This design comes from an exercise in tuning for small area, a short achievable clock period and few clock cycles on the open sky130 flow, not from production work. At most, simulation tests tie the RTL to the original design; equivalence was not proved. The RTL of runs 4 to 7 was laid out without a check of its function. Power is estimated from default activity; no workload was simulated.

==> design.v <==
package sgd_pkg;
    localparam int NUM_BANKS     = 2;    
    localparam int BITS_PER_BANK = 8;    
    localparam int X_WIDTH       = 32;
    localparam int A_WORD_W      = NUM_BANKS * BITS_PER_BANK;
    localparam int X_WORD_W      = BITS_PER_BANK * X_WIDTH;
    localparam int CFG_W         = 32;
    localparam int DOT_W         = 32;
    localparam int X_ADDR_W      = 6;
    localparam int BIT_IDX_W     = 5;
    localparam int EPOCH_W       = 10;
    localparam int GROUP_W       = CFG_W - 1;   
    localparam int CREDIT_W      = 8;
    localparam int FRAC_BITS     = 4;
    localparam int ACC_WIDTH     = X_WIDTH + FRAC_BITS;
    localparam int STAGES        = 3;
endpackage
import sgd_pkg::*;
module dot_control (
    input  logic                          clk,
    input  logic                          rst_n,
    input  logic                          started,
    input  logic [sgd_pkg::CFG_W-1:0]     number_of_epochs,
    input  logic [sgd_pkg::CFG_W-1:0]     number_of_samples,
    input  logic [sgd_pkg::CFG_W-1:0]     dimension,
    input  logic [sgd_pkg::CFG_W-1:0]     number_of_bits,
    input  logic [sgd_pkg::CREDIT_W-1:0]  x_wr_credit_counter,
    input  logic                          wr_en,
    output logic                          almost_full,
    output logic                          accept,
    output logic [sgd_pkg::X_ADDR_W-1:0]  x_rd_addr,
    output logic [sgd_pkg::BIT_IDX_W-1:0] word_bit,     
    output logic                          word_first,   
    output logic                          word_last     
);
    logic                  running;
    logic                  busy;        
    logic [BIT_IDX_W-1:0]  bit_idx;
    logic [X_ADDR_W-1:0]   chunk_idx;
    logic [GROUP_W-1:0]    group_left;  
    logic [EPOCH_W-1:0]    epoch_left;  
    logic [CREDIT_W-1:0]   credit_idx;  
    logic [BIT_IDX_W-1:0]  bits_last;
    logic [X_ADDR_W-1:0]   chunks_last;
    logic [8:0]            dim_m1;
    logic                  last_bit;
    logic                  last_chunk;
    logic                  last_group;
    logic                  last_epoch;
    logic                  end_group;
    logic                  end_job;
    logic                  empty_job;
    logic [CREDIT_W-1:0]   credit_next;
    assign bits_last   = number_of_bits[BIT_IDX_W-1:0] - 1'b1;   
    assign dim_m1      = dimension[8:0] - 1'b1;
    assign chunks_last = dim_m1[8:3];
    assign empty_job   = (number_of_epochs[EPOCH_W-1:0] == '0) || (number_of_samples == '0);
    assign last_bit   = (bit_idx == bits_last);
    assign last_chunk = (chunk_idx == chunks_last);
    assign last_group = (group_left == GROUP_W'(1));
    assign last_epoch = (epoch_left == EPOCH_W'(1));
    assign accept    = wr_en && !almost_full;
    assign end_group = accept && last_bit && last_chunk;
    assign end_job   = end_group && last_group && last_epoch;
    assign credit_next = end_group ? credit_idx + 1'b1 : credit_idx;
    assign x_rd_addr  = chunk_idx;   
    assign word_bit   = bit_idx;
    assign word_first = (bit_idx == '0) && (chunk_idx == '0);
    assign word_last  = last_bit && last_chunk;
    always_ff @(posedge clk)
    begin
        if (!rst_n)
        begin
            busy        <= 1'b0;
            running     <= 1'b0;
            almost_full <= 1'b1;
            bit_idx     <= '0;
            chunk_idx   <= '0;
            group_left  <= '0;
            epoch_left  <= '0;
            credit_idx  <= '0;
        end
        else
        begin
            if (!busy)
            begin
                if (started)
                begin
                    busy        <= 1'b1;
                    group_left  <= number_of_samples[CFG_W-1:1];
                    epoch_left  <= number_of_epochs[EPOCH_W-1:0];
                    running     <= !empty_job;
                    almost_full <= empty_job || (x_wr_credit_counter == '0);
                end
            end
            else
            begin
                almost_full <= !running || end_job || (x_wr_credit_counter == credit_next);
                if (end_job)
                    running <= 1'b0;
            end
            credit_idx <= credit_next;
            if (accept)
            begin
                bit_idx <= last_bit ? '0 : bit_idx + 1'b1;
                if (last_bit)
                begin
                    chunk_idx <= last_chunk ? '0 : chunk_idx + 1'b1;
                    if (last_chunk)
                    begin
                        group_left <= last_group ? number_of_samples[CFG_W-1:1] : group_left - 1'b1;
                        if (last_group)
                            epoch_left <= epoch_left - 1'b1;
                    end
                end
            end
        end
    end
endmodule
module full_adder (
    input  logic a,
    input  logic b,
    input  logic c,
    output logic s,
    output logic co
);
    assign s  = a ^ b ^ c;
    assign co = (a & b) | (a & c) | (b & c);
endmodule
import sgd_pkg::*;
module bank_accumulator (
    input  logic                              clk,
    input  logic [sgd_pkg::BITS_PER_BANK-1:0] a_bits,     
    input  logic [sgd_pkg::X_WORD_W-1:0]      x_data,     
    input  logic [sgd_pkg::BIT_IDX_W-1:0]     sum_bit,    
    input  logic                              term_first,
    output logic [sgd_pkg::DOT_W-1:0]         dot_product
);
    localparam int W = X_WIDTH;
    logic [W-1:0] m_n [BITS_PER_BANK];
    logic [W-1:0] s1, k1, s2, k2, s3, k3, s4, k4, s5, k5, u, v;
    logic [W-1:0] u_q, v_q;
    logic [W-1:0] sum_n;
    logic [W-1:0] sum_n_q;
    logic signed [ACC_WIDTH-1:0] shifted;
    logic signed [ACC_WIDTH-1:0] term_q;
    logic signed [ACC_WIDTH-1:0] acc;
    always_comb
        for (int j = 0; j < BITS_PER_BANK; j++)
            m_n[j] = ~({W{a_bits[j]}} & x_data[j*W +: W]);
    generate
        for (genvar i = 0; i < W - 1; i++)                                     
        begin : g_r1                                                            
            full_adder u_fa (.a(m_n[0][i]), .b(m_n[1][i]), .c(m_n[2][i]), .s(s1[i]), .co(k1[i+1])); 
        end                                                                     
        assign s1[W-1] = m_n[0][W-1] ^ m_n[1][W-1] ^ m_n[2][W-1];
        for (genvar i = 0; i < W - 1; i++)                                     
        begin : g_r2                                                            
            full_adder u_fa (.a(m_n[3][i]), .b(m_n[4][i]), .c(m_n[5][i]), .s(s2[i]), .co(k2[i+1])); 
        end                                                                     
        assign s2[W-1] = m_n[3][W-1] ^ m_n[4][W-1] ^ m_n[5][W-1];
        assign k1[0] = 1'b1;
        assign k2[0] = 1'b1;
        for (genvar i = 1; i < W - 1; i++)                                     
        begin : g_r3                                                            
            full_adder u_fa (.a(s1[i]), .b(k1[i]), .c(s2[i]), .s(s3[i]), .co(k3[i+1])); 
        end                                                                     
        assign s3[W-1] = s1[W-1] ^ k1[W-1] ^ s2[W-1];
        assign s3[0] = ~(s1[0] ^ s2[0]);
        assign k3[1] = s1[0] | s2[0];
        assign k3[0] = 1'b1;
        for (genvar i = 1; i < W - 1; i++)                                     
        begin : g_r4                                                            
            full_adder u_fa (.a(k2[i]), .b(m_n[6][i]), .c(m_n[7][i]), .s(s4[i]), .co(k4[i+1])); 
        end                                                                     
        assign s4[W-1] = k2[W-1] ^ m_n[6][W-1] ^ m_n[7][W-1];
        assign s4[0] = ~(m_n[6][0] ^ m_n[7][0]);
        assign k4[1] = m_n[6][0] | m_n[7][0];
        assign k4[0] = 1'b1;
        for (genvar i = 1; i < W - 1; i++)                                     
        begin : g_r5                                                            
            full_adder u_fa (.a(s3[i]), .b(k3[i]), .c(s4[i]), .s(s5[i]), .co(k5[i+1])); 
        end                                                                     
        assign s5[W-1] = s3[W-1] ^ k3[W-1] ^ s4[W-1];
        assign s5[0] = ~(s3[0] ^ s4[0]);
        assign k5[1] = s3[0] | s4[0];
        assign k5[0] = 1'b1;
        for (genvar i = 1; i < W - 1; i++)                                     
        begin : g_r6                                                            
            full_adder u_fa (.a(s5[i]), .b(k5[i]), .c(k4[i]), .s(u[i]), .co(v[i+1])); 
        end                                                                     
        assign u[W-1] = s5[W-1] ^ k5[W-1] ^ k4[W-1];
        assign u[0] = s5[0];
        assign v[1] = 1'b1;
        assign v[0] = 1'b1;
    endgenerate
    always_ff @(posedge clk)
    begin
        u_q <= u;
        v_q <= v;
    end
    assign sum_n = W'(({u_q, 1'b1} + {v_q, 1'b1}) >> 1);
    always_ff @(posedge clk)
        sum_n_q <= sum_n;
    logic [ACC_WIDTH-1:0] sh [6];
    assign sh[0] = {~sum_n_q[W-1], ~sum_n_q, {(FRAC_BITS-1){1'b0}}};
    for (genvar k = 0; k < BIT_IDX_W; k++)
    begin : g_shift
        for (genvar i = 0; i < ACC_WIDTH; i++)
        begin : g_bit
            if (i + (1 << k) < ACC_WIDTH)
                assign sh[k+1][i] = sum_bit[k] ? sh[k][i + (1 << k)] : sh[k][i];
            else
                assign sh[k+1][i] = sum_bit[k] ? sh[k][ACC_WIDTH-1] : sh[k][i];
        end
    end
    assign shifted = sh[BIT_IDX_W];
    always_ff @(posedge clk)
        term_q <= shifted;
    always_ff @(posedge clk)
        acc <= (term_first ? '0 : acc) + term_q;
    assign dot_product = acc[ACC_WIDTH-1 -: DOT_W];   
endmodule
import sgd_pkg::*;
module sgd_dot_product (
    input  logic                             clk,
    input  logic                             rst_n,
    input  logic                             started,
    input  logic [sgd_pkg::CFG_W-1:0]        number_of_epochs,
    input  logic [sgd_pkg::CFG_W-1:0]        number_of_samples,
    input  logic [sgd_pkg::CFG_W-1:0]        dimension,
    input  logic [sgd_pkg::CFG_W-1:0]        number_of_bits,
    input  logic [sgd_pkg::A_WORD_W-1:0]     dispatch_axb_a_data,
    input  logic                             dispatch_axb_a_wr_en,
    output logic                             dispatch_axb_a_almost_full,
    input  logic [sgd_pkg::CREDIT_W-1:0]     x_wr_credit_counter,
    output logic [sgd_pkg::X_ADDR_W-1:0]     x_rd_addr,
    input  logic [sgd_pkg::X_WORD_W-1:0]     x_rd_data,
    output logic [sgd_pkg::NUM_BANKS*sgd_pkg::DOT_W-1:0] dot_product,   
    output logic [sgd_pkg::NUM_BANKS-1:0]    dot_product_valid
);
    logic                  accept;
    logic [BIT_IDX_W-1:0]  word_bit;
    logic                  word_first;
    logic                  word_last;
    logic [A_WORD_W-1:0]   a_word;
    logic [BIT_IDX_W-1:0]  bit_q   [STAGES];
    logic                  first_q [STAGES+1];
    logic                  last_q  [STAGES+1];
    logic                  out_valid;
    dot_control u_ctrl (
        .clk                 (clk),
        .rst_n               (rst_n),
        .started             (started),
        .number_of_epochs    (number_of_epochs),
        .number_of_samples   (number_of_samples),
        .dimension           (dimension),
        .number_of_bits      (number_of_bits),
        .x_wr_credit_counter (x_wr_credit_counter),
        .wr_en               (dispatch_axb_a_wr_en),
        .almost_full         (dispatch_axb_a_almost_full),
        .accept              (accept),
        .x_rd_addr           (x_rd_addr),
        .word_bit            (word_bit),
        .word_first          (word_first),
        .word_last           (word_last)
    );
    always_ff @(posedge clk)
        a_word <= accept ? dispatch_axb_a_data : '0;
    always_ff @(posedge clk)
    begin
        bit_q[0] <= word_bit;
        for (int i = 1; i < STAGES; i++)
            bit_q[i] <= bit_q[i-1];
        if (!rst_n)
        begin
            for (int i = 0; i <= STAGES; i++)
            begin
                first_q[i] <= 1'b0;
                last_q[i]  <= 1'b0;
            end
            out_valid <= 1'b0;
        end
        else
        begin
            first_q[0] <= accept && word_first;
            last_q[0]  <= accept && word_last;
            for (int i = 1; i <= STAGES; i++)
            begin
                first_q[i] <= first_q[i-1];
                last_q[i]  <= last_q[i-1];
            end
            out_valid <= last_q[STAGES];   
        end
    end
    genvar b;
    generate
        for (b = 0; b < NUM_BANKS; b++)
        begin : g_bank
            bank_accumulator u_bank (
                .clk         (clk),
                .a_bits      (a_word[b*BITS_PER_BANK +: BITS_PER_BANK]),
                .x_data      (x_rd_data),
                .sum_bit     (bit_q[STAGES-1]),
                .term_first  (first_q[STAGES]),
                .dot_product (dot_product[b*DOT_W +: DOT_W])
            );
            assign dot_product_valid[b] = out_valid;
        end
    endgenerate
endmodule
==> flow/run.sh <==
#!/bin/bash
# The standard layout (standard.sh, the standard flow's own ORFS flow), except that
# the port buffers are the plain sky130_fd_sc_hd__buf_1 rather than the
# buffer_ports default (a delay buffer); every port still gets one.
set -euo pipefail
echo 'export BUFFER_PORTS_ARGS = -buffer_cell sky130_fd_sc_hd__buf_1' >> config.mk
export BUFFER_PORTS_ARGS="-buffer_cell sky130_fd_sc_hd__buf_1"
cp standard.sh standard_sh.txt
bash standard.sh > standard.log 2>&1
==> standard.sh <==
#!/bin/bash
# synth_recipe.tcl (not shown) runs the flow's synth.tcl, then flattens the netlist and writes it again
# the make line also repeats each setting of config.mk as NAME=value (left out here)
make -C /OpenROAD-flow-scripts/flow DESIGN_CONFIG=/design/flow/config.mk WORK_HOME=/design/flow/orfs CLKGATE_MAP_FILE= SYNTH_SCRIPT=/design/flow/synth_recipe.tcl "${@:-finish}"
==> config.mk <==
export PLATFORM = sky130hd
export DESIGN_NAME = sgd_dot_product
export DESIGN_NICKNAME = sgd_dot_product
export VERILOG_FILES = /design/flow/design.v
export SDC_FILE = /design/flow/constraint.sdc
export NUM_CORES = 4
export LEC_CHECK = 0
export CAP_MARGIN = 20
export CORE_MARGIN = 2
export CORE_UTILIZATION = 50
export CTS_BUF_LIST = sky130_fd_sc_hd__clkbuf_8
export CTS_CLUSTER_SIZE = 30
export SETUP_SLACK_MARGIN = 2.5
export SLEW_MARGIN = 20
export SYNTH_HIERARCHICAL = 1
export SYNTH_MINIMUM_KEEP_SIZE = 0
export BUFFER_PORTS_ARGS = -buffer_cell sky130_fd_sc_hd__buf_1
==> constraint.sdc <==
create_clock -name core_clock -period 5.0 [get_ports {clk}]
set_input_delay 1.0000 -clock core_clock [delete_from_list [all_inputs] [get_ports {clk}]]
set_output_delay 1.0000 -clock core_clock [all_outputs]
set_load 0.01 [all_outputs]
==> summary.md, run 1 <==
| Metric | Value |
|---|---|
| Combinational Power Share | `50.5%` |
| Synth unique cells | `87` |
| Filler cell count in the final layout | `5003` |
| Synthesized instance count | `about 3600` |
| Hold Slack | `0.324 ns` |
| P per Cell Area | `approximately 400 nW/um^2` |
| I/O pin count | `485` |
| Int Pwr | `10.7 mW` |
| CTS root buffer | `clkbuf_8` |
| Largest net degree at the start of global routing | `59` |
| Clock power share | `between 20% and 30%` |
| Pleak | `15.0 nW` |
| Initial cell density of the core | `around 51%` |
| Number of enable flip-flop cells after synthesis | `0` |
| WP data arrival | `approximately 3.6 ns` |
| First-pass GRT wire length | `between 150000 and 200000 microns` |
| Core Footprint | `around 65000 sq um` |
| Via count | `around 30000` |
| Average wire per standard cell | `about 23 microns` |
| Final setup fails | `0` |
| Status | `timing/DRC/antenna clean` |
| Startpoint types | `register` |
| Clock-pin slew on the worst setup and hold paths | `roughly 0.07 ns` |
| TritonCTS Buffers | `80` |
| Worst min path class | `register to register` |
| Crit. End Element | `register` |
| Die W | `around 260 microns` |
| PortBufs | `412` |
| Crit path max fanout | `8` |
| Clk buf depth | `3` |
| Switching Fraction | `between 30% and 40%` |
| #FFs+latches synth | `between 400 and 500` |
| Initial DRC count | `around 2600` |
| Final hold viol count | `0` |
| Worst IR Drop VDD | `between 0.2 and 0.3 mV` |
| Setup TNS | `0 ns` |
| Num Clock Sinks | `approximately 440` |
| TritonRoute pass-1 iters | `5` |
| Mapped Nets | `4479` |
| Via count of the first global-routing pass | `29596` |
| # DRC | `0` |
| Clock period minus final worst setup slack | `roughly 3.1 ns` |
| Final period utilization | `61.1%` |
| Initial antenna violation count | `14` |
| Unrepaired setup endpoints after global routing | `yes` |
| Slew margin rel. | `29.6%` |
| Die H | `~260 microns` |
| Final GP Congestion | `between 0.8 and 0.9` |
| Clock latency (worst-skew pair) | `around 0.69 ns` |
| Pwr Total | `about 18 mW` |
| CP Data Required Time | `5.52 ns` |
| Seq pwr share | `27.7%` |
| Drt total wl | `118000 microns` |
| Global Route Usage Sum | `about a third` |
| Avg Vias per Cell | `5.82` |
| Max_cap viols | `0` |
| Mapped cell area | `32700 sq um` |
| CTS H-Tree Depth | `3` |
| Avg Cell Area, Syn | `approximately 9 sq um` |
| Final Max Tran Viols | `0` |
| Die ar. | `a little under 70000 sq um` |
| Ys flop type | `dfxtp_1` |
| Syn. warnings | `19` |
| Multi-input logic area | `roughly 26000 sq um` |
| Fin cells | `5067` |
| GRT overflow | `0` |
| # rows | `93` |
| Synth-to-layout area growth | `34.4%` |
| Post-synthesis async set-or-reset flop share | `0%` |
| Worst slew pin tran | `around 1.0 ns` |
| Setup CP Type | `register to register` |
| Final ANT Viol Nets | `0` |
| Fin nets | `between 5000 and 6000` |
| Peak Freq | `between 300 and 400 MHz` |
| Clock skew | `0.0559 ns` |
| Switching pwr | `7.08 mW` |
| CTS tree | `yes` |
| Hpwl dp | `roughly 77000 microns` |
| # hold bufs at CTS | `0` |
| Register area | `slightly below 9000 sq um` |
| Fraction of layout cells with a size suffix above 1 | `29.9%` |
| Post-synthesis sequential area ratio | `a little over a quarter` |
| Post-Place Cells | `around 4600` |
-- per-module statistics from Yosys, one instance, submodules excluded --
module            flops+latches  times used  cell area (sq um)
full_adder                    0         364               20.0
bank_accumulator            166           2              10200
dot_control                  63           1               4090
sgd_dot_product              40           1               1000
-- cell families after synthesis --
family          share of synthesized area [%]
xor+xnor                                 4.36
flops                                    26.6
compound gates                           13.5
simple gates                             18.5
mux                                      4.43
fa+ha+maj                                28.0
buf+inv                                  4.64
-- layer usage --
layer | global-route usage (%) | part of all wire, %
met1 | 43.2 | 40
met2 | 54.2 | 48
met3 | 6.25 | 8.3
met4 | 10.7 | 4.0
met5 | 0 | 0.024
-- flip-flops by register name, summed over array words and instances (netlist names), 4 cells and up --
| signal | flops |
|---|---|
| a_word | 16 |
| bit_q | 15 |
| first_q | 4 |
| g_bank.u_bank.acc | 72 |
| g_bank.u_bank.sum_n_q | 64 |
| g_bank.u_bank.term_q | 72 |
| g_bank.u_bank.u_q | 64 |
| g_bank.u_bank.v_q | 60 |
| last_q | 4 |
| u_ctrl.bit_idx | 5 |
| u_ctrl.chunk_idx | 6 |
| u_ctrl.credit_idx | 8 |
| u_ctrl.epoch_left | 10 |
| u_ctrl.group_left | 31 |
-- power by group through the flow --
stage	clock (mW)	combinational (mW)	sequential, mW
floorplan	0	5.88	4.69
global placement	0	6.96	4.95
detailed placement	0	7.10	4.97
CTS	3.91	7.98	4.90
global route	4.10	9.73	5.02
finish	3.87	8.98	4.93
-- cell type report --
cell class | count | area share [%]
clock buffers | 99 | 3.10
multi-input cells | 2801 | 60.0
clock inverters | 43 | 0.999
well taps | 855 | 2.43
repair buffers | 723 | 12.5
inverters | 98 | 0.836
flip-flops and latches | 435 | 20.0
diodes | 13 | 0.0740
-- repair_timing --
action / in CTS / in global routing
gates cloned: 23 / 10
endpoints found under the setup margin: 276 / 257
resized for setup: 383 / 351
pin swaps: 208 / 231
hold endpoints to repair: 0 / 0
setup buffers: 155 / 91
-- metrics by stage --
| stage | util (%) | setup WS, ns | area (sq um) |
|---|---|---|---|
| 6_report | 68.1 | 1.95 | 44000 |
| 3_5_place_dp | 56.0 | 0.813 | 36200 |
| 5_1_grt | 68.1 | 1.91 | 44000 |
| 2_1_floorplan | - | 1.62 | 34500 |
| 4_1_cts | 64.3 | 2.02 | 41500 |
| 3_3_place_gp | 56.0 | 0.934 | 36200 |
-- critical path: stages, from the launching register on --
cell and delay [ns]:
dfxtp_4 0.45, buf_12 0.13, buf_16 0.16, nand2_1 0.09
fa_1 0.50, fa_1 0.52, fa_1 0.57, fa_2 0.46
-- synth_stat cells (59+ instances only) --
library cell | number | area, sq um
buf_4 | 67 | 503
clkbuf_1 | 120 | 450
fa_1 | 368 | 7370
a21oi_1 | 199 | 996
nor2b_1 | 94 | 588
dfxtp_1 | 435 | 8710
nand3_1 | 59 | 295
o21ai_0 | 155 | 776
nand2_1 | 758 | 2850
ha_1 | 144 | 1800
inv_1 | 93 | 349
xnor2_1 | 118 | 1030
nor2_1 | 215 | 807
-- final timing paths --
check / start / endpoint / slack [ns] / depth (start not counted)
max: a_word[9] / g_bank[1].u_bank.u_q[23] / 1.95 / 7
min: bit_q[0][4] / bit_q[1][4] / 0.32 / 0
max reg2reg: a_word[9] / g_bank[1].u_bank.u_q[23] / 1.95 / 7
min reg2reg: bit_q[0][4] / bit_q[1][4] / 0.32 / 0
-- cell usage in the layout, fill, tap and decap left out, drive strengths merged, types with 8 or more instances in the layout --
master     n
nand2    758
buf      710
dfxtp    435
fa       368
nor2     215
a21oi    203
o21ai    168
ha       144
xnor2    118
inv      116
clkbuf   111
nor2b     94
nand3     59
nor3      49
a211oi    46
xor2      45
mux4      42
mux2i     39
o21a      37
and2      36
a31oi     33
a21o      32
nand4     25
nand2b    23
nor4      23
o211ai    21
and3      18
or3       17
a21boi    17
o21bai    16
diode     13
clkinv    13
or2       12
o311ai    12
or4       11
mux2      10
o31ai      9
bufinv     8
a211o      8
a2111oi    8
Testbench counts, summed over its fixed seeds: cycles 30,616.
==> run 2, diff against run 1 <==
--- a/config.mk
+++ b/config.mk
@@ -12,3 +12,3 @@
 export CTS_CLUSTER_SIZE = 30
-export SETUP_SLACK_MARGIN = 2.5
+export SETUP_SLACK_MARGIN = 1.5
 export SLEW_MARGIN = 20
==> summary.md, run 2 <==
| Metric | Value |
|---|---|
| Status | `timing/DRC/antenna clean` |
| R2r startpoint | `a_word[5]` |
| Initial DRC count | `1850` |
| Final Max Tran Viols | `0` |
| Final GP Congestion | `0.919` |
| Synthesized instance count | `around 3600` |
| CP dominant cell by count | `fa_1` |
| Average wire per standard cell | `around 19 microns` |
| First-pass GRT wire length | `approximately 140000 microns` |
| Slowest-stage cell, CP | `dfxtp_1` |
| Global Route Usage Sum | `approximately 27%` |
| CTS H-Tree Depth | `3` |
| #FFs+latches synth | `between 400 and 500` |
| Max_cap viols | `0` |
| WP data arrival | `around 3.9 ns` |
| Avg Vias per Cell | `5.55` |
| Crit path max fanout | `24` |
| Num Clock Sinks | `roughly 440` |
| Final setup fails | `0` |
| Syn. warnings | `19` |
| Crit. End Element | `register` |
| CP max stage delay | `0.60 ns` |
| Clk buf depth | `3` |
| Cell taking the most area after synthesis | `dfxtp_1` |
| Number of enable flip-flop cells after synthesis | `0` |
| Fin cells | `about 4800` |
| Hpwl dp | `~72000 microns` |
| Post-synth top area share | `a little over a quarter` |
| Most frequent cell after synthesis | `nand2_1` |
| Via count | `between 20000 and 30000` |
| Largest net degree at the start of global routing | `between 50 and 60` |
| # rows | `93` |
| Worst slew pin tran | `approximately 0.83 ns` |
| Startpoint types | `register` |
| Synth-to-layout area growth | `11.2%` |
| Clock period minus final worst setup slack | `3.40 ns` |
| Avg Cell Area, Syn | `slightly above 9 sq um` |
| Mapped Nets | `about 4500` |
| Via count of the first global-routing pass | `about 27000` |
| Drt total wl | `roughly 91000 microns` |
| Synth unique cells | `87` |
| Reg2Reg Depth | `6` |
| # DRC | `0` |
| Critical Path End | `g_bank[0].u_bank.u_q[7]` |
| Setup TNS | `0 ns` |
| Post-synthesis sequential area ratio | `between 20% and 30%` |
| Worst path cell trace | `buf_4, nand2_1, fa_1, fa_1, fa_1, fa_1` |
| Ys flop type | `dfxtp_1` |
| Worst min path class | `register to register` |
| CTS root buffer | `clkbuf_8` |
| TritonRoute pass-1 iters | `5` |
| TritonCTS Buffers | `80` |
| Biggest registers after layout | `g_bank.u_bank.acc (72), g_bank.u_bank.term_q (72)` |
| Core Footprint | `between 60000 and 70000 sq um` |
| Die W | `260 microns` |
| Setup CP Type | `register to register` |
| Most instantiated cells after synthesis | `nand2_1 (758), dfxtp_1 (435), fa_1 (368)` |
| Clock latency (worst-skew pair) | `0.66 ns` |
| Slew margin rel. | `between 40 and 50%` |
| Endpoint of the worst register-to-register path | `g_bank[0].u_bank.u_q[7]` |
| Fraction of layout cells with a size suffix above 1 | `7.89%` |
| Die ar. | `around 68000 sq um` |
| CP Data Required Time | `about 5.5 ns` |
| CP Launch Point | `a_word[5]` |
| Fin nets | `approximately 4800` |
| Unrepaired setup endpoints after global routing | `no` |
| FF-to-FF setup slack | `between 1.5 and 2 ns` |
| Initial antenna violation count | `2` |
| Final core utilization | `56.4%` |
| Die H | `roughly 260 microns` |
| Most frequent cells in the layout | `nand2_1 (756), dfxtp_1 (424), buf_1 (412)` |
| Mapped cell area | `approximately 33000 sq um` |
| GRT overflow | `0` |
| Peak Freq | `about 290 MHz` |
| Worst IR Drop VDD | `about 0.19 mV` |
| Initial cell density of the core | `about half` |
| CTS tree | `yes` |
| I/O pin count | `485` |
| Final period utilization | `roughly 68%` |
| P per Cell Area | `around 420 nW/um^2` |
| Post-Place Cells | `4631` |
| Commonest non-fill, non-tap cell in the layout | `nand2_1` |
| Clock-pin slew on the worst setup and hold paths | `roughly 0.07 ns` |
| Area contributors post-synth | `dfxtp_1 (27%), fa_1 (23%), nand2_1 (8.7%)` |
| Clock skew | `between 0.03 and 0.04 ns` |
| Final ANT Viol Nets | `0` |
| Post-synthesis async set-or-reset flop share | `0%` |
| Pleak | `between 10 and 15 nW` |
| PortBufs | `between 400 and 500` |
| Final hold viol count | `0` |
| Pwr Total | `15.4 mW` |
-- run 2: worst min-delay path by stage --
stage | start | to | slack, ns | depth (start not counted)
final | g_bank[0].u_bank.u_q[0] | g_bank[0].u_bank.sum_n_q[0] | 0.32 | 0
after global routing | bit_q[1][3] | bit_q[2][3] | 0.33 | 0
after CTS | bit_q[0][0] | bit_q[1][0] | 0.32 | 0
after detailed placement | bit_q[1][1] | bit_q[2][1] | 0.31 | 0
after global placement | bit_q[0][1] | bit_q[1][1] | 0.31 | 0
after floorplan | bit_q[0][0] | bit_q[1][0] | 0.31 | 0
-- run 2: worst max-delay path: cells and delay by family, from the launching register on --
kind	cells	cell delay, ns
simple gates	1	0.15
buf+inv	1	0.51
fa+ha+maj	4	2.00
flops	1	0.60
-- run 2: per-layer routing --
layer / global-route usage (%) / part of all wire (%) / vias up
li1: - / - / 12659
met5: 0 / 0 / -
met2: 43.9 / 46 / 873
met4: 7.55 / 2.5 / 0
met3: 4.37 / 6.0 / 174
met1: 37.1 / 45 / 12842
-- run 2: modules after synthesis (local to each module, per instance) --
module            flip-flops and latches  cells  times used
bank_accumulator                     166   1288           2
dot_control                           63    547           1
sgd_dot_product                       40     68           1
full_adder                             0      1         364
-- run 2: cells by family after synthesis --
logic type	Yosys count	synth area share [%]
DFF	435	26.6
muxes	91	4.43
and+or+nand+nor	1356	18.5
buffers and inverters	322	4.64
xor gates and xnor gates	163	4.36
AOI/OAI and AO/OA	676	13.5
adders and majority gates	512	28.0
-- run 2: repair_timing --
item	4_1_cts	5_1_grt
buffers inserted	0	5
resized for setup	4	11
pin swaps	0	3
hold buffers	0	0
setup endpoints to repair	14	62
-- run 2: cell type report --
class / count / area [sq um]
fill: 6056 / 28200
clock buffer: 99 / 1360
sequential: 435 / 8730
tap: 855 / 1070
antenna: 3 / 7.51
timing repair buffer: 450 / 1900
multi-input combinational: 2798 / 22500
clock inverter: 47 / 429
inverter: 98 / 368
-- run 2: per-stage QoR --
step	hold WS [ns]	worst slack, ns	cell area [sq um]
global route	0.327	1.51	36400
floorplan	0.310	1.54	32700
global placement	0.313	0.846	34500
finish	0.320	1.60	36400
detailed placement	0.313	0.800	34500
CTS	0.319	1.51	36300
-- run 2: where the power goes --
group / internal, mW / switching, mW
Combinational: 2.93 / 3.85
Clock: 2.21 / 1.54
Sequential: 4.35 / 0.526
Total: 9.49 / 5.91
==> run 3, diff against run 2 <==
--- a/config.mk
+++ b/config.mk
@@ -10,5 +10,3 @@
 export CORE_UTILIZATION = 50
-export CTS_BUF_LIST = sky130_fd_sc_hd__clkbuf_8
-export CTS_CLUSTER_SIZE = 30
-export SETUP_SLACK_MARGIN = 1.5
+export SETUP_SLACK_MARGIN = 2.5
 export SLEW_MARGIN = 20
==> summary.md, run 3 <==
| Metric | Value |
|---|---|
| Final GP Congestion | `around 0.90` |
| Synthesized instance count | `between 3000 and 4000` |
| CP Data Required Time | `roughly 5.5 ns` |
| Cell taking the most area after synthesis | `dfxtp_1` |
| Post-synth top area share | `a little over a quarter` |
| Avg Cell Area, Syn | `9.21 sq um` |
| TritonCTS Buffers | `51` |
| Number of enable flip-flop cells after synthesis | `0` |
| Avg Vias per Cell | `5.85` |
| Pleak | `approximately 15 nW` |
| # rows | `just over 90` |
| Slew margin rel. | `a little over two fifths` |
| Clock skew | `between 0.05 and 0.06 ns` |
| Startpoint types | `register` |
| Max_cap viols | `0` |
| P per Cell Area | `409 nW/um^2` |
| Syn. warnings | `19` |
| Setup ws final | `just under 2 ns` |
| I/O pin count | `roughly 490` |
| Commonest non-fill, non-tap cell in the layout | `nand2_1` |
| Ys flop type | `dfxtp_1` |
| Die H | `about 260 microns` |
| Num Clock Sinks | `approximately 440` |
| Setup TNS | `0 ns` |
| Place WS | `about 0.81 ns` |
| Unrepaired setup endpoints after global routing | `yes` |
| Most instantiated cells after synthesis | `nand2_1 (758), dfxtp_1 (435), fa_1 (368)` |
| # DRC | `0` |
| Hold Slack | `between 0.3 and 0.4 ns` |
| Fin nets | `between 5000 and 6000` |
| Mapped cell area | `approximately 33000 sq um` |
| Setup CP Type | `register to register` |
| Clock-pin slew on the worst setup and hold paths | `0.06 ns` |
| #FFs+latches synth | `approximately 440` |
| Clk buf depth | `3` |
| Status | `timing/DRC/antenna clean` |
| Crit. End Element | `register` |
| Post-synthesis sequential area ratio | `26.6%` |
| Crit path max fanout | `8` |
| Initial cell density of the core | `50.7%` |
| Average wire per standard cell | `roughly 23 microns` |
| Most frequent cells in the layout | `nand2_1 (544), dfxtp_1 (398), buf_1 (393)` |
| Post-synthesis async set-or-reset flop share | `0%` |
| Post-route cell area | `roughly 45000 sq um` |
| Largest net degree at the start of global routing | `59` |
| Mapped Nets | `around 4500` |
| Peak Freq | `330 MHz` |
| Worst IR Drop VDD | `around 0.32 mV` |
| Area contributors post-synth | `dfxtp_1 (27%), fa_1 (23%), nand2_1 (8.7%)` |
| Final Max Tran Viols | `0` |
| Biggest registers after layout | `g_bank.u_bank.acc (72), g_bank.u_bank.term_q (72)` |
| Core Footprint | `64600 sq um` |
| Final hold viol count | `0` |
| Drt total wl | `between 100000 and 150000 microns` |
| Clock period minus final worst setup slack | `approximately 3.0 ns` |
| CTS root buffer | `clkbuf_16` |
| First-pass GRT wire length | `about 180000 microns` |
| Clock latency (worst-skew pair) | `just over 0.6 ns` |
| Worst slew pin tran | `around 0.84 ns` |
| CTS H-Tree Depth | `2` |
| Post-Place Cell Area | `approximately 36000 sq um` |
| Die ar. | `approximately 68000 sq um` |
| Worst min path class | `register to register` |
| Fraction of layout cells with a size suffix above 1 | `a little under a third` |
| Most frequent cell after synthesis | `nand2_1` |
| Via count of the first global-routing pass | `between 30000 and 40000` |
| Synth-to-layout area growth | `37.4%` |
| Synth unique cells | `87` |
| Via count | `approximately 30000` |
| Initial DRC count | `between 2000 and 2500` |
| CTS tree | `yes` |
| TritonRoute pass-1 iters | `6` |
| Global Route Usage Sum | `34.4%` |
| Die W | `about 260 microns` |
| GRT overflow | `0` |
| Hpwl dp | `77100 microns` |
| Final period utilization | `60.7%` |
| Final setup fails | `0` |
| PortBufs | `412` |
| WP data arrival | `roughly 3.5 ns` |
| Final ANT Viol Nets | `0` |
| Initial antenna violation count | `13` |
-- run 3: report_power, final --
group	switching [mW]	internal (mW)	total (mW)
Sequential	0.587	4.35	4.94
Clock	1.62	2.42	4.04
Combinational	4.99	4.45	9.44
-- run 3: through the flow --
| step | utilization (%) | power, mW | cells |
|---|---|---|---|
| after detailed placement | 56.0 | 12.1 | 4633 |
| final | 69.7 | 18.4 | 5066 |
| after global routing | 69.6 | 19.5 | 5060 |
| after CTS | 66.7 | 17.4 | 4981 |
| after floorplan | - | 10.6 | 3555 |
| after global placement | 56.0 | 11.9 | 4633 |
-- run 3: worst paths after layout --
| check | startpoint | to | slack [ns] | depth (start not counted) |
|---|---|---|---|---|
| max | a_word[13] | g_bank[1].u_bank.u_q[22] | 1.97 | 7 |
| min | bit_q[0][1] | bit_q[1][1] | 0.33 | 0 |
| max reg2reg | a_word[13] | g_bank[1].u_bank.u_q[22] | 1.97 | 7 |
| min reg2reg | bit_q[0][1] | bit_q[1][1] | 0.33 | 0 |
-- run 3: cell families after synthesis --
logic type	count (synthesis)	share of synthesized area (%)
AND/OR/NAND/NOR	1356	18.5
buffers and inverters	322	4.64
adder cells (fa/ha/maj)	512	28.0
multiplexers	91	4.43
XOR/XNOR	163	4.36
AO/OA/AOI/OAI	676	13.5
flip-flops	435	26.6
-- run 3: per-module statistics from Yosys, one instance, submodules excluded --
module            cells  flops+latches
dot_control         547             63
full_adder            1              0
bank_accumulator   1288            166
sgd_dot_product      68             40
-- run 3: layer usage --
| layer | track usage, % | vias up | routed length [microns] |
|---|---|---|---|
| li1 | - | 13283 | - |
| met1 | 44.3 | 14598 | 47200 |
| met2 | 56.6 | 1389 | 56300 |
| met3 | 6.85 | 347 | 9910 |
| met4 | 14.1 | 8 | 5580 |
| met5 | 0 | - | 54 |
-- run 3: final cells by class --
type | count | area [sq um]
Antenna cell | 9 | 22.5
Clock buffer | 67 | 1450
Clock inverter | 27 | 390
Fill cell | 4858 | 19600
Inverter | 98 | 370
Multi-Input combinational cell | 2800 | 26600
Sequential cell | 435 | 8800
Tap cell | 855 | 1070
Timing Repair Buffer | 775 | 6240
-- run 3: worst max-delay path: stages, from the launching register on --
cell and delay, ns:
dfxtp_4 0.45, buf_12 0.15, buf_16 0.19, nand2_8 0.06, fa_2 0.56, fa_2 0.44, fa_2 0.55, fa_2 0.43
-- run 3: what timing repair did --
| action | 4_1_cts | 5_1_grt |
|---|---|---|
| gates cloned | 32 | 1 |
| endpoints found under the setup margin | 280 | 265 |
| setup buffers | 222 | 75 |
| hold buffers | 0 | 0 |
| gates resized for setup | 552 | 302 |
| pin swaps | 269 | 215 |
==> run 4, diff against run 3 <==
--- a/design.v
+++ b/design.v
@@ -60,2 +60,10 @@
     assign last_group = (group_left == GROUP_W'(1));
+    logic [GROUP_W-1:0] group_dec;
+    logic [GROUP_W:0]   group_borrow;
+    assign group_borrow[0] = 1'b1;
+    for (genvar i = 0; i < GROUP_W; i++)
+    begin : g_dec
+        assign group_dec[i]      = group_left[i] ^ group_borrow[i];
+        assign group_borrow[i+1] = group_borrow[i] & !group_left[i];
+    end
     assign last_epoch = (epoch_left == EPOCH_W'(1));
@@ -110,3 +118,3 @@
                     begin
-                        group_left <= last_group ? number_of_samples[CFG_W-1:1] : group_left - 1'b1;
+                        group_left <= last_group ? number_of_samples[CFG_W-1:1] : group_dec;
                         if (last_group)
==> summary.md, run 4 <==
| Metric | Value |
|---|---|
| GRT overflow | `0` |
| WP data arrival | `between 5 and 6 ns` |
| Worst IR Drop VDD | `about 0.3 mV` |
| Synthesized instance count | `3581` |
| Mapped cell area | `roughly 33000 sq um` |
| CP dominant cell by count | `ha_4` |
| Pleak | `14.6 nW` |
| Most instantiated cells after synthesis | `nand2_1 (761), dfxtp_1 (435), fa_1 (368)` |
| Slowest-stage cell, CP | `dfxtp_2` |
| Die H | `261 microns` |
| TritonCTS Buffers | `~50` |
| Status | `complete, but fails checks` |
| Worst slew pin tran | `about 0.8 ns` |
| Initial cell density of the core | `50.4%` |
| CTS H-Tree Depth | `2` |
| Commonest non-fill, non-tap cell in the layout | `nand2_1` |
| Mapped Nets | `4533` |
| Post-synth top area share | `approximately a quarter` |
| Die ar. | `slightly below 70000 sq um` |
| Synth-to-layout area growth | `30.7%` |
| M2 GR Usage | `around half` |
| Drt total wl | `roughly 110000 microns` |
| Clock period minus final worst setup slack | `between 5 and 6 ns` |
| Fraction of layout cells with a size suffix above 1 | `between 20% and 30%` |
| Cell taking the most area after synthesis | `dfxtp_1` |
| Fin nets | `around 5000` |
| Final setup fails | `3` |
| Die W | `roughly 260 microns` |
| Core Footprint | `roughly 66000 sq um` |
| Final Max Tran Viols | `0` |
| Worst min path class | `register to register` |
| Startpoint types | `register` |
| Ys flop type | `dfxtp_1` |
| CP Data Required Time | `~5.5 ns` |
| TritonRoute pass-1 iters | `5` |
| Synth unique cells | `90` |
| PortBufs | `a little over 400` |
| Via count of the first global-routing pass | `approximately 28000` |
| Syn. warnings | `19` |
| Crit path max fanout | `2` |
| Fin cells | `~4900` |
| Clock skew | `~0.033 ns` |
| Reg2Reg Depth | `34` |
| Clock-pin slew on the worst setup and hold paths | `approximately 0.07 ns` |
| Max_cap viols | `0` |
| Count of cells along the worst hold path | `0` |
| Initial DRC count | `around 1700` |
| CTS root buffer | `clkbuf_16` |
| Post-synthesis async set-or-reset flop share | `0%` |
| Setup CP Type | `register to register` |
| Avg Vias per Cell | `5.70` |
| Avg Cell Area, Syn | `slightly above 9 sq um` |
| Clk buf depth | `3` |
| Met1 Use GR | `39.0%` |
| Peak Freq | `around 190 MHz` |
| I/O pin count | `just under 500` |
| Largest net degree at the start of global routing | `64` |
| Final ANT Viol Nets | `0` |
| Most frequent cells in the layout | `nand2_1 (583), dfxtp_1 (409), buf_1 (381)` |
| #FFs+latches synth | `435` |
| Hpwl dp | `just under 80000 microns` |
| Final period utilization | `108%` |
| Average wire per standard cell | `roughly 22 microns` |
| Num Clock Sinks | `~440` |
| Clock latency (worst-skew pair) | `around 0.62 ns` |
| Number of enable flip-flop cells after synthesis | `0` |
| Setup ws final | `-0.378 ns` |
| Most frequent cell after synthesis | `nand2_1` |
| Pwr Total | `around 19 mW` |
| Crit. End Element | `register` |
| SO Viols | `negative setup slack` |
| Busiest grt layer | `met2` |
| Post-synthesis sequential area ratio | `approximately a quarter` |
| Unrepaired setup endpoints after global routing | `yes` |
| CP max stage delay | `0.33 ns` |
| P per Cell Area | `450 nW/um^2` |
| Initial antenna violation count | `4` |
| # DRC | `0` |
| First-pass GRT wire length | `approximately 160000 microns` |
| Post-Place Cells | `between 4000 and 5000` |
| CTS tree | `yes` |
| Global Route Usage Sum | `between 20 and 30%` |
| Biggest registers after layout | `g_bank.u_bank.acc (72), g_bank.u_bank.term_q (72)` |
| Area contributors post-synth | `dfxtp_1 (26%), fa_1 (22%), nand2_1 (8.6%)` |
| # rows | `94` |
| Via count | `around 28000` |
| Final hold viol count | `0` |
| Filler cell count in the final layout | `around 5300` |
| Slew margin rel. | `46.0%` |
| Met3 Track Usage GR | `5.48%` |
| Final GP Congestion | `about 0.96` |
## run 4: cell type report
type                            instances  area, sq um  area share (%)
Antenna cell                            2         5.00          0.0116
Timing Repair Buffer                  619         4360            10.1
Tap cell                              864         1080            2.50
Clock buffer                           57         1330            3.07
Sequential cell                       435         8790            20.3
Clock inverter                         33          368           0.851
Inverter                              130          500            1.16
Multi-Input combinational cell       2790        26800            62.0
## run 4: power breakdown
| part | total, mW | leakage, nW | internal, mW | switching, mW |
|---|---|---|---|---|
| clock network | 3.78 | 0.830 | 2.19 | 1.59 |
| registers | 5.23 | 3.62 | 4.48 | 0.750 |
| logic | 10.4 | 10.2 | 4.71 | 5.71 |
| total | 19.4 | 14.6 | 11.4 | 8.05 |
## run 4: cells by family after synthesis
family          synth area share, %
mux                            4.51
flops                          26.3
simple gates                   18.2
fa+ha+maj                      28.8
xor+xnor                       4.61
compound gates                 12.6
buf+inv                        4.98
## run 4: worst max-delay path: cells and delay by family (launching register included)
family / cells / cell delay, ns
flops: 1 / 0.33
fa+ha+maj: 29 / 4.46
simple gates: 1 / 0.11
compound gates: 3 / 0.28
buf+inv: 1 / 0.04
## run 4: per-layer routing
metal,wire (microns),vias to the layer above
li1,-,12923
met1,44400,13896
met2,51700,1029
met3,7540,254
met4,4570,4
met5,26,-
## run 4: final timing paths
kind / startpoint / slack [ns] / endpoint
min reg2reg: bit_q[0][3] / 0.32 / bit_q[1][3]
max reg2reg: u_ctrl.group_left[0] / -0.38 / u_ctrl.group_left[30]
max: u_ctrl.group_left[0] / -0.38 / u_ctrl.group_left[30]
min: bit_q[0][3] / 0.32 / bit_q[1][3]
## run 4: per-module statistics from Yosys (local to each module, per instance)
module	cell area, sq um	copies in the design	cells
sgd_dot_product	1000	1	68
dot_control	4170	1	509
bank_accumulator	10300	2	1320
full_adder	20.0	364	1
## run 4: per-stage QoR
| stage | setup slack, ns | util [%] | area [sq um] | TNS (ns) | hold slack, ns |
|---|---|---|---|---|---|
| after floorplan | -0.352 | - | 35000 | -0.527 | 0.310 |
| after global placement | -0.496 | 55.9 | 36700 | -0.891 | 0.314 |
| after detailed placement | -0.557 | 55.9 | 36700 | -1.11 | 0.312 |
| after CTS | -0.411 | 62.0 | 40700 | -0.680 | 0.309 |
| after global routing | -0.564 | 65.8 | 43200 | -0.971 | 0.325 |
| final | -0.378 | 65.9 | 43200 | -0.566 | 0.315 |
## run 4: timing repair
item,CTS,global route
gates cloned,12,10
gates resized for setup,328,353
buffers inserted,77,79
pin swaps,246,246
setup endpoints to repair,263,285
hold buffers,0,0
==> run 5, diff against run 4 <==
--- a/design.v
+++ b/design.v
@@ -152,2 +152,3 @@
     logic [W-1:0] sum_n_q;
+    logic signed [ACC_WIDTH-1:0] widened;
     logic signed [ACC_WIDTH-1:0] shifted;
@@ -212,15 +213,4 @@
         sum_n_q <= sum_n;
-    logic [ACC_WIDTH-1:0] sh [6];
-    assign sh[0] = {~sum_n_q[W-1], ~sum_n_q, {(FRAC_BITS-1){1'b0}}};
-    for (genvar k = 0; k < BIT_IDX_W; k++)
-    begin : g_shift
-        for (genvar i = 0; i < ACC_WIDTH; i++)
-        begin : g_bit
-            if (i + (1 << k) < ACC_WIDTH)
-                assign sh[k+1][i] = sum_bit[k] ? sh[k][i + (1 << k)] : sh[k][i];
-            else
-                assign sh[k+1][i] = sum_bit[k] ? sh[k][ACC_WIDTH-1] : sh[k][i];
-        end
-    end
-    assign shifted = sh[BIT_IDX_W];
+    assign widened = {~sum_n_q, {FRAC_BITS{1'b0}}};            
+    assign shifted = widened >>> ({1'b0, sum_bit} + 6'd1);     
     always_ff @(posedge clk)
==> run.sh (new file) <==
#!/bin/bash
# synth_recipe.tcl (not shown) runs the flow's synth.tcl, then flattens the netlist and writes it again
# the make line also repeats each setting of config.mk as NAME=value (left out here)
make -C /OpenROAD-flow-scripts/flow DESIGN_CONFIG=/design/flow/config.mk WORK_HOME=/design/flow/orfs CLKGATE_MAP_FILE= SYNTH_SCRIPT=/design/flow/synth_recipe.tcl finish
--- a/config.mk
+++ b/config.mk
@@ -9,3 +9,3 @@
 export CORE_MARGIN = 2
-export CORE_UTILIZATION = 50
+export CORE_UTILIZATION = 65
 export SETUP_SLACK_MARGIN = 2.5
@@ -14,2 +14 @@
 export SYNTH_MINIMUM_KEEP_SIZE = 0
-export BUFFER_PORTS_ARGS = -buffer_cell sky130_fd_sc_hd__buf_1
removed: flow/run.sh
removed: standard.sh
==> summary.md, run 5 <==
| Metric | Value |
|---|---|
| Fail Step | `5_1_grt` |
| Initial cell density of the core | `roughly two thirds` |
| Syn. warnings | `17` |
| Run Error | `[ERROR GRT-0232] Routing congestion too high. Check the congestion heatmap in the GUI.` |
| Status | `did not finish` |
| Mapped cell area | `~33000 sq um` |
| Worst EP post-GRT repair | `u_ctrl.group_left[30]$_SDFF_PN0_/D` |
| Post-synth top area share | `26.1%` |
| Die W | `~230 microns` |
| Post-synthesis sequential area ratio | `a little over a quarter` |
| Post-Place Cells | `4515` |
| Final GP Congestion | `about 0.98` |
| Clk buf depth | `3` |
| Largest net degree at the start of global routing | `just over 70` |
| Worst endpoint type | `register input` |
| Synthesized instance count | `approximately 3600` |
| Ys flop type | `dfxtp_1` |
| Post-synthesis async set-or-reset flop share | `0%` |
| PortBufs | `between 400 and 500` |
| GRT overflow | `about 740` |
| Number of enable flip-flop cells after synthesis | `0` |
| TritonCTS Buffers | `47` |
| Most frequent cell after synthesis | `nand2_1` |
| Global Route Usage Sum | `90.9%` |
| Area contributors post-synth | `dfxtp_1 (26%), fa_1 (22%), nand2_1 (8.5%)` |
| Mapped Nets | `between 4000 and 5000` |
| CTS root buffer | `clkbuf_16` |
| Avg Cell Area, Syn | `between 9 and 10 sq um` |
| Die H | `231 microns` |
| Hpwl dp | `79900 microns` |
| Cell taking the most area after synthesis | `dfxtp_1` |
| Synth unique cells | `96` |
| Num Clock Sinks | `approximately 440` |
| I/O pin count | `~490` |
| Most instantiated cells after synthesis | `nand2_1 (753), dfxtp_1 (435), fa_1 (368)` |
| #FFs+latches synth | `between 400 and 500` |
| CTS H-Tree Depth | `2` |
| # rows | `83` |
-- run 5: how the worst max path moves through the flow --
stage / endpoint / slack (ns) / cells past startpoint
after CTS: u_ctrl.group_left[30] / -0.42 / 34
after detailed placement: u_ctrl.group_left[30] / -0.57 / 34
after global placement: u_ctrl.group_left[30] / -0.47 / 34
after floorplan: u_ctrl.group_left[30] / -0.35 / 34
-- run 5: timing repair --
item                                    in CTS
endpoints found under the setup margin     358
gates resized for setup                    595
cloned                                      21
setup buffers                              105
pin swaps                                  264
hold buffers                                 0
-- run 5: logic make-up after synthesis --
logic type                 count (synthesis)  synth area share [%]
AOI/OAI and AO/OA                        679                  13.0
muxes                                     95                  4.29
buffers and inverters                    324                  4.60
and+or+nand+nor                         1358                  18.5
adders and majority gates                542                  28.6
DFF                                      435                  26.1
xor gates and xnor gates                 188                  4.93
-- run 5: per-stage QoR --
step	power [mW]	area (sq um)	utilization, %	worst slack [ns]
after floorplan	11.5	35200	-	-0.352
after global placement	13.6	39300	77.0	-0.472
after detailed placement	14.0	39300	77.0	-0.569
after CTS	18.1	43400	84.9	-0.422
-- run 5: metal layers --
layer  track usage (%)  GRT overflow
met5              69.9            14
met4              91.0           239
met3              85.5            83
met2              99.9           344
met1              88.4            61
-- run 5: per-module statistics from Yosys (local to each module, per instance) --
module            copies in the design  flip-flops and latches
bank_accumulator                     2                     166
full_adder                         364                       0
dot_control                          1                      63
sgd_dot_product                      1                      40
-- run 5: power groups by stage --
stage | Sequential, mW | Clock, mW | Combinational [mW]
after detailed placement | 5.21 | 0 | 8.76
after global placement | 5.16 | 0 | 8.48
after floorplan | 4.86 | 0 | 6.64
after CTS | 5.14 | 3.86 | 9.08
==> run 6, diff against run 5 <==
--- a/config.mk
+++ b/config.mk
@@ -9,3 +9,3 @@
 export CORE_MARGIN = 2
-export CORE_UTILIZATION = 65
+export CORE_UTILIZATION = 50
 export SETUP_SLACK_MARGIN = 2.5
==> summary.md, run 6 <==
| Metric | Value |
|---|---|
| Startpoint types | `register` |
| Post-Place Cell Area | `between 30000 and 40000 sq um` |
| Worst min path class | `register to register` |
| PortBufs | `412` |
| Die W | `about 260 microns` |
| Setup CP Type | `register to register` |
| WP data arrival | `slightly below 6 ns` |
| CTS tree | `yes` |
| R2r startpoint | `u_ctrl.group_left[1]` |
| Clk buf depth | `3` |
| Switching pwr | `between 7 and 8 mW` |
| CP dominant cell by count | `ha_4` |
| Num Clock Sinks | `between 400 and 500` |
| Status | `complete, but fails checks` |
| Setup ws final | `-0.365 ns` |
| Final GP Congestion | `0.929` |
| Combinational Power Share | `between 50% and 60%` |
| First-pass GRT wire length | `around 170000 microns` |
| TritonCTS Buffers | `50` |
| Peak Freq | `about 190 MHz` |
| Initial cell density of the core | `slightly above 50%` |
| Via count of the first global-routing pass | `between 30000 and 40000` |
| Core Footprint | `66000 sq um` |
| # hold bufs at CTS | `0` |
| Final Max Tran Viols | `0` |
| Clock period minus final worst setup slack | `5.37 ns` |
| Filler cell count in the final layout | `between 4000 and 5000` |
| Setup TNS | `-0.579 ns` |
| Pleak | `16.3 nW` |
| Hpwl dp | `approximately 80000 microns` |
| TritonRoute pass-1 iters | `8` |
| Most instantiated cells after synthesis | `nand2_1 (753), dfxtp_1 (435), fa_1 (368)` |
| Biggest registers after layout | `g_bank.u_bank.acc (72), g_bank.u_bank.term_q (72)` |
| Crit. End Element | `register` |
| Endpoint of the worst register-to-register path | `u_ctrl.group_left[30]` |
| # DRC | `0` |
| Crit path max fanout | `2` |
| # rows | `94` |
| #FFs+latches synth | `around 440` |
| Unrepaired setup endpoints after global routing | `yes` |
| Clock-pin slew on the worst setup and hold paths | `about 0.060 ns` |
| FF-to-FF setup slack | `-0.37 ns` |
| Initial antenna violation count | `5` |
| Slew margin rel. | `approximately 20%` |
| Mapped cell area | `approximately 33000 sq um` |
| Final setup fails | `3` |
| Fin cells | `between 5000 and 6000` |
| Avg Vias per Cell | `a little under 6` |
| Max_cap viols | `0` |
| Synthesized instance count | `3621` |
| Post-synthesis async set-or-reset flop share | `0%` |
| Seq pwr share | `26.6%` |
| P per Cell Area | `approximately 430 nW/um^2` |
| Synth unique cells | `96` |
| Clock power share | `19.5%` |
| Register area | `just under 9000 sq um` |
| SO Viols | `negative setup slack` |
| CTS root buffer | `clkbuf_16` |
| Post-synthesis sequential area ratio | `about a quarter` |
| Final ANT Viol Nets | `0` |
| Ys flop type | `dfxtp_1` |
| Worst slew pin tran | `1.19 ns` |
| Drt total wl | `roughly 110000 microns` |
| I/O pin count | `around 490` |
| Area contributors post-synth | `dfxtp_1 (26%), fa_1 (22%), nand2_1 (8.5%)` |
| CP Data Required Time | `roughly 5.5 ns` |
| CTS H-Tree Depth | `2` |
| Post-synth top area share | `between 20% and 30%` |
| Int Pwr | `11.8 mW` |
| Die H | `262 microns` |
| Cell taking the most area after synthesis | `dfxtp_1` |
| Die ar. | `around 69000 sq um` |
| Switching Fraction | `between 30 and 40%` |
| Syn. warnings | `17` |
| Largest net degree at the start of global routing | `47` |
| Via count | `between 20000 and 30000` |
| Avg Cell Area, Syn | `9.23 sq um` |
| CP max stage delay | `0.34 ns` |
| Clock skew | `0.0176 ns` |
| Worst IR Drop VDD | `0.295 mV` |
| Synth-to-layout area growth | `38.1%` |
| Post-route cell area | `roughly 46000 sq um` |
| Final period utilization | `107%` |
| Fin nets | `between 5000 and 6000` |
| Fraction of layout cells with a size suffix above 1 | `between 20% and 30%` |
| Final hold viol count | `0` |
| Hold Slack | `approximately 0.32 ns` |
| Number of enable flip-flop cells after synthesis | `0` |
| CP Launch Point | `u_ctrl.group_left[1]` |
| Slowest-stage cell, CP | `dfxtp_2` |
| Most frequent cells in the layout | `nand2_1 (559), dfxtp_1 (412), clkdlybuf4s50_1 (212)` |
| Reg2Reg Depth | `34` |
| Post-Place Cells | `roughly 4700` |
| Commonest non-fill, non-tap cell in the layout | `nand2_1` |
| Initial DRC count | `roughly 2300` |
| Critical Path End | `u_ctrl.group_left[30]` |
| GRT overflow | `0` |
| Final core utilization | `a little over two thirds` |
| Mapped Nets | `around 4600` |
| Global Route Usage Sum | `a little under a third` |
| Multi-input logic area | `27100 sq um` |
| Most frequent cell after synthesis | `nand2_1` |
| Average wire per standard cell | `22.9 microns` |
| Clock latency (worst-skew pair) | `a little over 0.6 ns` |
| Pwr Total | `between 15 and 20 mW` |
| Place WS | `-0.555 ns` |
[run 6: cell counts after synthesis]
No cell type changed its count.
[run 6: metal layers]
metal  global-route usage (%)  part of all wire (%)  wire length (microns)
met5                        0                 0.010                     12
met4                     13.5                   5.1                   5880
met3                     5.56                   6.8                   7850
met2                     53.8                    49                  56200
met1                     38.6                    39                  44800
[run 6: power groups by stage]
stage               Sequential (mW)  Combinational (mW)  Clock, mW
finish                         5.22                10.6       3.82
global route                   5.32                11.5       4.03
CTS                            5.17                9.03       3.90
detailed placement             5.25                8.75          0
global placement               5.22                8.61          0
floorplan                      4.86                6.64          0
[run 6: timing repair]
| item | CTS | global route |
|---|---|---|
| gates cloned | 16 | 9 |
| setup endpoints to repair | 381 | 387 |
| gates resized for setup | 517 | 503 |
| setup buffers | 93 | 88 |
| pin swaps | 229 | 281 |
[run 6: modules after synthesis (local to each module, per instance)]
module | cell area (sq um) | copies in the design
bank_accumulator | 10500 | 2
dot_control | 4170 | 1
sgd_dot_product | 1000 | 1
full_adder | 20.0 | 364
[run 6: cell families after synthesis]
group / after synthesis / share of synthesized area [%]
AND/OR/NAND/NOR: 1358 / 18.5
AO/OA/AOI/OAI: 679 / 13.0
adder cells (fa/ha/maj): 542 / 28.6
flip-flops: 435 / 26.1
buffers and inverters: 324 / 4.60
XOR/XNOR: 188 / 4.93
multiplexers: 95 / 4.29
[run 6: how the worst min path moves through the flow]
stage                start     endpoint  slack [ns]  cells after the start
3_3_place_gp   bit_q[1][0]  bit_q[2][0]        0.31                      0
5_1_grt        bit_q[0][4]  bit_q[1][4]        0.32                      0
6_report       bit_q[0][4]  bit_q[1][4]        0.32                      0
4_1_cts        bit_q[0][4]  bit_q[1][4]        0.31                      0
2_1_floorplan  bit_q[0][0]  bit_q[1][0]        0.31                      0
3_5_place_dp   bit_q[0][2]  bit_q[1][2]        0.31                      0
[run 6: final cells by class]
class | count | share of cell area, %
Antenna cell | 6 | 0.0325
Clock buffer | 67 | 3.14
Clock inverter | 22 | 0.624
Inverter | 90 | 0.776
Multi-Input combinational cell | 2866 | 58.7
Sequential cell | 435 | 19.0
Tap cell | 864 | 2.34
Timing Repair Buffer | 652 | 15.3
Timing Repair inverter | 1 | 0.0163
[run 6: worst max-delay path: cells and delay by family (launching register included)]
family | cells | cell delay, ns
fa+ha+maj | 29 | 4.47
flops | 1 | 0.34
compound gates | 3 | 0.27
simple gates | 1 | 0.09
buf+inv | 1 | 0.05
==> run 7, diff against run 6 <==
--- a/config.mk
+++ b/config.mk
@@ -9,3 +9,6 @@
 export CORE_MARGIN = 2
-export CORE_UTILIZATION = 50
+export CORE_UTILIZATION = 65
+export CTS_BUF_LIST = sky130_fd_sc_hd__clkbuf_4 sky130_fd_sc_hd__clkbuf_8
+export CTS_CLUSTER_DIAMETER = 100
+export CTS_CLUSTER_SIZE = 30
 export SETUP_SLACK_MARGIN = 2.5
==> summary.md, run 7 <==
| Metric | Value |
|---|---|
| Cell taking the most area after synthesis | `dfxtp_1` |
| Die H | `231 microns` |
| Post-synth top area share | `a little over a quarter` |
| Post-Place Cell Area | `about 40000 sq um` |
| Synth unique cells | `96` |
| Global Route Usage Sum | `between 80% and 90%` |
| CTS root buffer | `clkbuf_8` |
| # rows | `83` |
| Number of enable flip-flop cells after synthesis | `0` |
| Mapped cell area | `33400 sq um` |
| Most frequent cell after synthesis | `nand2_1` |
| #FFs+latches synth | `approximately 440` |
| PortBufs | `~410` |
| CTS H-Tree Depth | `1` |
| Ys flop type | `dfxtp_1` |
| Avg Cell Area, Syn | `between 9 and 10 sq um` |
| Post-synthesis sequential area ratio | `between 20% and 30%` |
| Synthesized instance count | `approximately 3600` |
| Largest net degree at the start of global routing | `between 70 and 80` |
| Die W | `approximately 230 microns` |
| Num Clock Sinks | `roughly 440` |
| Syn. warnings | `17` |
| Post-synthesis async set-or-reset flop share | `0%` |
| Clk buf depth | `3` |
| Hpwl dp | `79900 microns` |
| Status | `did not finish` |
| Most instantiated cells after synthesis | `nand2_1 (753), dfxtp_1 (435), fa_1 (368)` |
| # hold bufs at CTS | `0` |
| Worst endpoint type | `register input` |
| Final GP Congestion | `0.978` |
| Fail Step | `5_1_grt` |
| Area contributors post-synth | `dfxtp_1 (26%), fa_1 (22%), nand2_1 (8.5%)` |
| I/O pin count | `485` |
| Worst EP post-GRT repair | `u_ctrl.group_left[30]$_SDFF_PN0_/D` |
| Run Error | `[ERROR GRT-0232] Routing congestion too high. Check the congestion heatmap in the GUI.` |
| GRT overflow | `~140` |
| TritonCTS Buffers | `20` |
| Initial cell density of the core | `between 60% and 70%` |
| Mapped Nets | `4575` |
==> run 7: per-layer routing <==
layer  GRT usage, %  overflow
met3           70.7         6
met2           93.3        67
met4           76.8        58
met1           79.9         3
met5           60.9         1
==> run 7: cells by family after synthesis <==
group | share of synthesized area, %
adder cells (fa/ha/maj) | 28.6
buffers and inverters | 4.60
XOR/XNOR | 4.93
multiplexers | 4.29
AND/OR/NAND/NOR | 18.5
AO/OA/AOI/OAI | 13.0
flip-flops | 26.1
==> run 7: worst max path at each step <==
stage | slack [ns] | cells after the start | start | endpoint
floorplan | -0.35 | 34 | u_ctrl.group_left[1] | u_ctrl.group_left[30]
global placement | -0.47 | 34 | u_ctrl.group_left[1] | u_ctrl.group_left[30]
detailed placement | -0.57 | 34 | u_ctrl.group_left[1] | u_ctrl.group_left[30]
CTS | -0.43 | 34 | u_ctrl.group_left[0] | u_ctrl.group_left[30]
==> run 7: power by group through the flow <==
stage	combinational [mW]	clock, mW	sequential, mW
global placement	8.48	0	5.16
CTS	9.40	1.62	5.13
detailed placement	8.76	0	5.21
floorplan	6.64	0	4.86
==> run 7: modules after synthesis (local to each module, per instance) <==
module / times used / flops+latches
dot_control: 1 / 63
bank_accumulator: 2 / 166
sgd_dot_product: 1 / 40
full_adder: 364 / 0
==> run 7: stage by stage <==
| step | setup WS (ns) | hold WS (ns) | cells |
|---|---|---|---|
| floorplan | -0.352 | 0.310 | 3621 |
| global placement | -0.472 | 0.312 | 4515 |
| detailed placement | -0.569 | 0.314 | 4515 |
| CTS | -0.435 | 0.346 | 4663 |
==> run 7: what timing repair did <==
item / in CTS
pin swaps: 299
buffers inserted: 99
cloned: 20
endpoints found under the setup margin: 392
gates resized for setup: 647

-- re-timing with driven ports --
In the flow no input, the clock included, has a driving cell. The finished layouts below were timed again as built, in two steps.
Step 1 (the two cells are an assumption about what drives the block):
set clk [get_ports {clk}]
set_driving_cell -lib_cell sky130_fd_sc_hd__clkbuf_16 $clk
set_driving_cell -lib_cell sky130_fd_sc_hd__buf_2 [delete_from_list [all_inputs] $clk]
Step 2 times the ports against the registers' clock, not the clock port: input delays grow and output delays shrink by t, the midpoint of the rising clock arrivals with the driver on.
Three values: ideal, step 1, step 2; two values: the first two.
run	t, ns	setup WS [ns]	worst setup path after step 2	pins driven straight from the clock port
run 1	0.715	1.946 / 1.946 / 1.262	input to register	1
run 2	0.707	1.601 / 1.601 / 1.016	input to register	1
run 3	0.653	1.965 / 1.965 / 1.342	input to register	1
run 4	0.663	-0.378 / -0.378 / -0.378	register to register	1
run 6	0.669	-0.365 / -0.365 / -0.365	register to register	1
The setup slack of run 1, which loses most, moves by 0.000 ns with the drivers and by -0.684 ns with both steps.
